Background: an optimization exercise with open tools, aiming at small area. Do not read the settings as production practice. Function was checked by simulation only, so behaviour that the tests miss may differ from the original.

== harbor ==
// cordic
module cordic
(
  input  logic               clk,
  input  logic               reset,
  input  logic               enable,
  input  logic signed [30:0] i_xval,
  input  logic signed [30:0] i_yval,
  input  logic        [11:0] i_phase,
  output logic signed [31:0] o_xval,
  output logic signed [31:0] o_yval
);
export LEC_CHECK = 0
export CAP_MARGIN = 20
export CORE_MARGIN = 2
export CORE_UTILIZATION = 40
export CTS_BUF_LIST = sky130_fd_sc_hd__clkbuf_16
export CTS_CLUSTER_DIAMETER = 100
export CTS_CLUSTER_SIZE = 30
export SLEW_MARGIN = 20
export SYNTH_HIERARCHICAL = 1
export SYNTH_MINIMUM_KEEP_SIZE = 0
create_clock -name core_clock -period 5.0 [get_ports {clk}]
run.sh (not shown) runs the stock make flow with config.mk's settings and CLKGATE_MAP_FILE= SYNTH_SCRIPT=/design/flow/synth_recipe.tcl, a recipe that flattens the netlist after the stock synthesis.
Setup changes, harbor to fjord
- CTS_BUF_LIST: sky130_fd_sc_hd__clkbuf_16 -> sky130_fd_sc_hd__clkbuf_8
- CTS_CLUSTER_DIAMETER: 100 -> 60
- CTS_CLUSTER_SIZE: 30 -> 16
## What came out
Compared with harbor, fjord shows via count that has gone up slightly.
fjord and harbor ended up with roughly the same worst setup slack.
Compared to harbor, fjord leaves less free space in the core.
Across both runs, worst hold slack was lower for fjord than for harbor.

* * *

cordic, a different RTL version from the one above (not shown whole).
For scale: about 5500 cells after synthesis, ~140 I/O pins, about 61000 µm² of cells after synthesis.
export LEC_CHECK = 0
export CAP_MARGIN = 20
export CORE_MARGIN = 2
export CORE_UTILIZATION = 70
export CTS_BUF_LIST = sky130_fd_sc_hd__clkbuf_16
export CTS_CLUSTER_DIAMETER = 90
export CTS_CLUSTER_SIZE = 24
export SLEW_MARGIN = 20
export SYNTH_HIERARCHICAL = 1
export SYNTH_MINIMUM_KEEP_SIZE = 0
create_clock -name core_clock -period 5.0 [get_ports {clk}]
standard.sh (not shown) runs the stock make flow with config.mk's settings and CLKGATE_MAP_FILE= SYNTH_SCRIPT=/design/flow/synth_recipe.tcl, a recipe that flattens the netlist after the stock synthesis.
==> flow/flow/run.sh <==
#!/bin/bash
# The standard layout, with the port buffers made from the smallest buffer
# cell instead of the default delay buffer.  Each ORFS step writes its own log
# under orfs/logs; the make output goes to standard.log.
set -euo pipefail
export BUFFER_PORTS_ARGS="-buffer_cell sky130_fd_sc_hd__buf_1"
bash standard.sh > standard.log 2>&1
Next try:
==> flow/run.sh (new file) <==
#!/bin/bash
# synth_recipe.tcl (not shown) runs the flow's synth.tcl, then flattens the netlist and writes it again
# the make line also repeats each setting of config.mk as NAME=value (left out here)
make -C /OpenROAD-flow-scripts/flow DESIGN_CONFIG=/design/flow/config.mk WORK_HOME=/design/flow/orfs CLKGATE_MAP_FILE= SYNTH_SCRIPT=/design/flow/synth_recipe.tcl finish
Settings changed: CORE_UTILIZATION 70 to 80.
removed: flow/flow/run.sh
removed: flow/standard.sh
=> Die area goes down by roughly a tenth. Wire length is higher by a little under a tenth. Non-clock buffer count drops by 1. Area after synthesis stays the same. First-iteration DRC count rises by about a fifth.

* * *

cordic, a different RTL version from the one above (not shown whole).
For scale: ~5500 cells after synthesis, ~140 I/O pins, about 61000 um^2 of cells after synthesis.
## cordic
module cordic
(
  input  logic               clk,
  input  logic               reset,
  input  logic               enable,
  input  logic signed [30:0] i_xval,
  input  logic signed [30:0] i_yval,
  input  logic        [11:0] i_phase,
  output logic signed [31:0] o_xval,
  output logic signed [31:0] o_yval
);
export LEC_CHECK = 0
export CAP_MARGIN = 20
export CORE_MARGIN = 2
export CORE_UTILIZATION = 55
export CTS_BUF_LIST = sky130_fd_sc_hd__clkbuf_16
export CTS_CLUSTER_DIAMETER = 80
export CTS_CLUSTER_SIZE = 28
export SLEW_MARGIN = 20
export SYNTH_HIERARCHICAL = 1
export SYNTH_MINIMUM_KEEP_SIZE = 0
create_clock -name core_clock -period 5.0 [get_ports {clk}]
==> flow/flow/run.sh <==
#!/bin/bash
# The standard layout, with the port buffers made from the smallest buffer
# cell instead of the default delay buffer.  Each ORFS step writes its own log
# under orfs/logs; the make output goes to standard.log.
set -euo pipefail
export BUFFER_PORTS_ARGS="-buffer_cell sky130_fd_sc_hd__buf_1"
bash standard.sh > standard.log 2>&1
Change:
Settings changed: CTS_CLUSTER_DIAMETER 80 to 90, CTS_CLUSTER_SIZE 28 to 24.
Die area does not change.
Setup slack is worse by 0.018 ns.
Via count is about the same.
Synthesized area does not change.
Clock skew shrinks by 0.011 ns.
Final area shrinks by 0.46%.
Synthesized cell count does not change.
Count of clock-buffer cells in the layout shrinks by 4.
Utilization shrinks by 0.28 points.
Final cell count hardly moves.

afterwards: timing with drivers on the ports:
The results above use ideal ports. As a check the final layouts listed here were re-extracted and re-timed, cells and wires unchanged. Step 1 (the two cells are an assumption about what drives the block):
set clk [get_ports {clk}]
set_driving_cell -lib_cell sky130_fd_sc_hd__clkbuf_16 $clk
set_driving_cell -lib_cell sky130_fd_sc_hd__buf_2 [delete_from_list [all_inputs] $clk]
Step 2 adds t to the input delays and takes it off the output delays; t is the mean of the earliest and latest rising clock arrival at the registers after step 1. Input paths then give back, and output paths get back, about the clock's delay inside the block. Slacks: ideal / step 1 / step 2; pairs: ideal / step 1.
run | t (ns) | setup slack, ns | worst setup path after step 2 | clock arrival spread, ns
harbor | 0.761 | 0.503 / 0.503 / 0.503 | register to register | 0.065 / 0.064
fjord | 0.905 | 0.503 / 0.503 / 0.503 | register to register | 0.095 / 0.095
the first run of note 2 | 0.697 | 0.408 / 0.408 / 0.408 | register to register | 0.039 / 0.039
the second run of note 2 | 0.685 | 0.288 / 0.288 / 0.288 | register to register | 0.036 / 0.036
the first run of note 3 | 0.748 | 0.449 / 0.449 / 0.449 | register to register | 0.046 / 0.045
the second run of note 3 | 0.718 | 0.432 / 0.432 / 0.432 | register to register | 0.033 / 0.033
After both steps setup and hold are still met in every run listed.
